From an optimization exercise on the open Yosys and OpenROAD flow, aimed at small area and a short achievable clock period; shortcuts taken in it are not production practice. Only simulation tests tie the RTL to the original design; equivalence was not proved.

build 95:
Design inv_sqrt_unit, start of the top module:
module inv_sqrt_unit #(
	parameter logic [9:0] PIPE = 10'b1111111111
) (
	input  logic clk,
	input  logic reset,
	input  logic in_valid,
	input  fp_pkg::int_t in_value,
	output logic out_valid,
	output fp_pkg::fp_t  out_fp,
	output fp_pkg::int_t out_fixed
);
export LEC_CHECK = 0
export CAP_MARGIN = 20
export CORE_MARGIN = 2
export CORE_UTILIZATION = 40
export CTS_CLUSTER_DIAMETER = 100
export CTS_CLUSTER_SIZE = 30
export SLEW_MARGIN = 20
export SYNTH_HIERARCHICAL = 1
export SYNTH_MINIMUM_KEEP_SIZE = 0
create_clock -name core_clock -period 9.5 [get_ports {clk}]
standard.sh (not shown) runs the stock make flow with config.mk's settings and CLKGATE_MAP_FILE= SYNTH_SCRIPT=/design/flow/synth_recipe.tcl, a recipe that flattens the netlist after the stock synthesis.
==> flow/flow/run.sh <==
#!/bin/bash
set -euo pipefail
export SETUP_SLACK_MARGIN=6.5
bash standard.sh > standard.log 2>&1
Build 95 completed; timing, DRC and antenna clean
Inputs modified between build 95 and build 75:
==> flow/flow/run.sh <==
#!/bin/bash
set -euo pipefail
export SETUP_SLACK_MARGIN=6.3
bash standard.sh > standard.log 2>&1
-- flow/config.mk --
<<< build 95, line 9
export CORE_MARGIN = 2
export CORE_UTILIZATION = 40
export CTS_CLUSTER_DIAMETER = 100
export CTS_CLUSTER_SIZE = 30
export SLEW_MARGIN = 20
>>> build 75, line 9
export CORE_MARGIN = 2
export CORE_UTILIZATION = 40
export CTS_CLUSTER_DIAMETER = 130
export CTS_CLUSTER_SIZE = 30
export SLEW_MARGIN = 20
## What came out
Cell area shrinks by a few percent when moving from build 95 to build 75.
Post-DP HPWL: build 75 vs build 95 down about 0.5%
Diff build 95..build 75 | sum of buffers and inverters on the critical path | unchanged
Going from build 95 to build 75, number of resized instances in the post-cts repair step shrank by more than half.
Comparing build 95 and build 75, the higher required time of the worst setup path is on build 95.
Build 75: register-to-register setup slack 0.07 ns below build 95
Build 75 against build 95: fmax decreased by 7.1 MHz relative to the old numbers, synthesis-to-layout area growth decreased by 6.1 points relative to the old numbers.
Of build 75 and build 95, it is build 75 that has the lower final cell count without fillers.
Here is what was changed in the inputs of build 71 compared with build 75.
-- flow/config.mk --
<<< build 75, line 8
export CAP_MARGIN = 20
export CORE_MARGIN = 2
export CORE_UTILIZATION = 40
export CTS_CLUSTER_DIAMETER = 130
export CTS_CLUSTER_SIZE = 30
export SLEW_MARGIN = 20
export SYNTH_HIERARCHICAL = 1
>>> build 71, line 8
export CAP_MARGIN = 20
export CORE_MARGIN = 2
export CORE_UTILIZATION = 55
export SLEW_MARGIN = 20
export SYNTH_HIERARCHICAL = 1
==> run summary <==
- Between build 75 and build 71, the area of combinational cells with multiple inputs does not differ in any meaningful way.
- Of build 71 and build 75, build 75 shows the higher number of antenna violations at the first check in global routing, with build 71 below it.
- In build 71 the register fraction of the total cell area turned out 0.70 points lower than in build 75.
- Summary of build 71 over build 75: endpoint arrival time on the critical path shows an increase of 0.12 ns; wire length per cell after detailed routing saw an increase; global-route wire length before repair did not really move.
- Of build 71 and build 75, it is build 71 that has the higher clock buffer count from CTS.
## Diff of input files: build 49 against build 71
-- flow/config.mk --
<<< build 71, line 8
export CAP_MARGIN = 20
export CORE_MARGIN = 2
export CORE_UTILIZATION = 55
export SLEW_MARGIN = 20
export SYNTH_HIERARCHICAL = 1
>>> build 49, line 8
export CAP_MARGIN = 20
export CORE_MARGIN = 2
export CORE_UTILIZATION = 40
export CTS_CLUSTER_DIAMETER = 100
export CTS_CLUSTER_SIZE = 30
export SLEW_MARGIN = 20
export SYNTH_HIERARCHICAL = 1
Findings:
Build 49 vs build 71 — average detailed-routed wire length per instance dropped 1.3 um.
Build 49 vs. build 71: worst setup slack increased by 0.057 ns relative to the old numbers.
Compared to build 71, build 49 has final cell count 6.8% higher.
Compared with build 71, in build 49 count of buffers not belonging to the clock network in the layout now sits higher, clock-buffer cell count now sits lower, met2 demand-to-capacity share in global routing now sits lower.


Setup of build 17:
Starting RTL as in the previous note.
clock: 9.5 ns
lec_check: 0
cap_margin: 20
core_margin: 2
core_utilization: 40
cts_cluster_diameter: 100
cts_cluster_size: 30
slew_margin: 20
synth_hierarchical: 1
synth_minimum_keep_size: 0
==> flow/flow/run.sh <==
#!/bin/bash
set -euo pipefail
export SETUP_SLACK_MARGIN=6.2
bash standard.sh > standard.log 2>&1
Build 17 ended with every stage complete and zero timing, DRC or antenna violations.
> inputs changed (build 17 -> build 18)
Settings: putting PLACE_DENSITY at 0.72 where nothing was set; swapping 100 for 130 in CTS_CLUSTER_DIAMETER.
==> flow/flow/run.sh <==
#!/bin/bash
set -euo pipefail
export SETUP_SLACK_MARGIN=6.3
bash standard.sh > standard.log 2>&1
Results
Route | build 18 vs build 17 | wire shorter in build 18. Number of well taps came out exactly the same in build 17 and build 18. Compared with build 17, in build 18 post-route minimum period now sits lower; maximum operating frequency now larger; global-route wire length before repair now smaller.
> inputs changed (build 18 -> build 79)
Settings: CTS_CLUSTER_DIAMETER removed (was 130); PLACE_DENSITY removed (was 0.72); CTS_CLUSTER_SIZE removed (was 30).
==> flow/flow/run.sh <==
#!/bin/bash
set -euo pipefail
export SETUP_SLACK_MARGIN=6.5
bash standard.sh > standard.log 2>&1
### Flow results
- On build 79: final cell count is 187 higher than what build 18 gave.
- Diff build 18 and build 79: clock period minus worst slack lower in build 79
- Global routing met1 resource utilization delta for build 79 relative to build 18: 1.4 points higher
- Build 79 vs build 18, clock skew went up by 0.013 ns.
- Lower design area was reported by build 18, not build 79.

-- afterwards: timing with drivers on the ports --
In the flow no input, the clock included, has a driving cell. The finished layouts below were timed again as built, in two steps. Step 1 sets driving cells, clkbuf_16 on the clock port and buf_2 on the other inputs (assumed; they add their load-dependent delay and slew). Step 2 times the ports against the registers' clock, not the clock port: input delays grow and output delays shrink by t, the midpoint of the rising clock arrivals with the driver on. a / b / c = ideal ports / drivers / drivers and shift; a / b = the first two.
run | shift t [ns] | setup slack, ns | clock arrival spread, ns | worst data-port slew with drivers (ns) | cell pins on the clock port's net
build 95 | 0.659 | 6.412 / 6.412 / 6.412 | 0.050 / 0.050 | 0.03 | 1
build 75 | 0.633 | 6.342 / 6.342 / 6.342 | 0.042 / 0.042 | 0.03 | 1
build 71 | 0.659 | 6.266 / 6.266 / 6.266 | 0.030 / 0.030 | 0.04 | 1
build 49 | 0.646 | 6.323 / 6.323 / 6.323 | 0.064 / 0.064 | 0.03 | 1
build 17 | 0.646 | 6.298 / 6.298 / 6.298 | 0.066 / 0.066 | 0.03 | 1
build 18 | 0.623 | 6.338 / 6.338 / 6.338 | 0.044 / 0.045 | 0.03 | 1
build 79 | 0.655 | 6.454 / 6.454 / 6.454 | 0.060 / 0.060 | 0.04 | 1
After both steps every run listed still meets setup and hold.
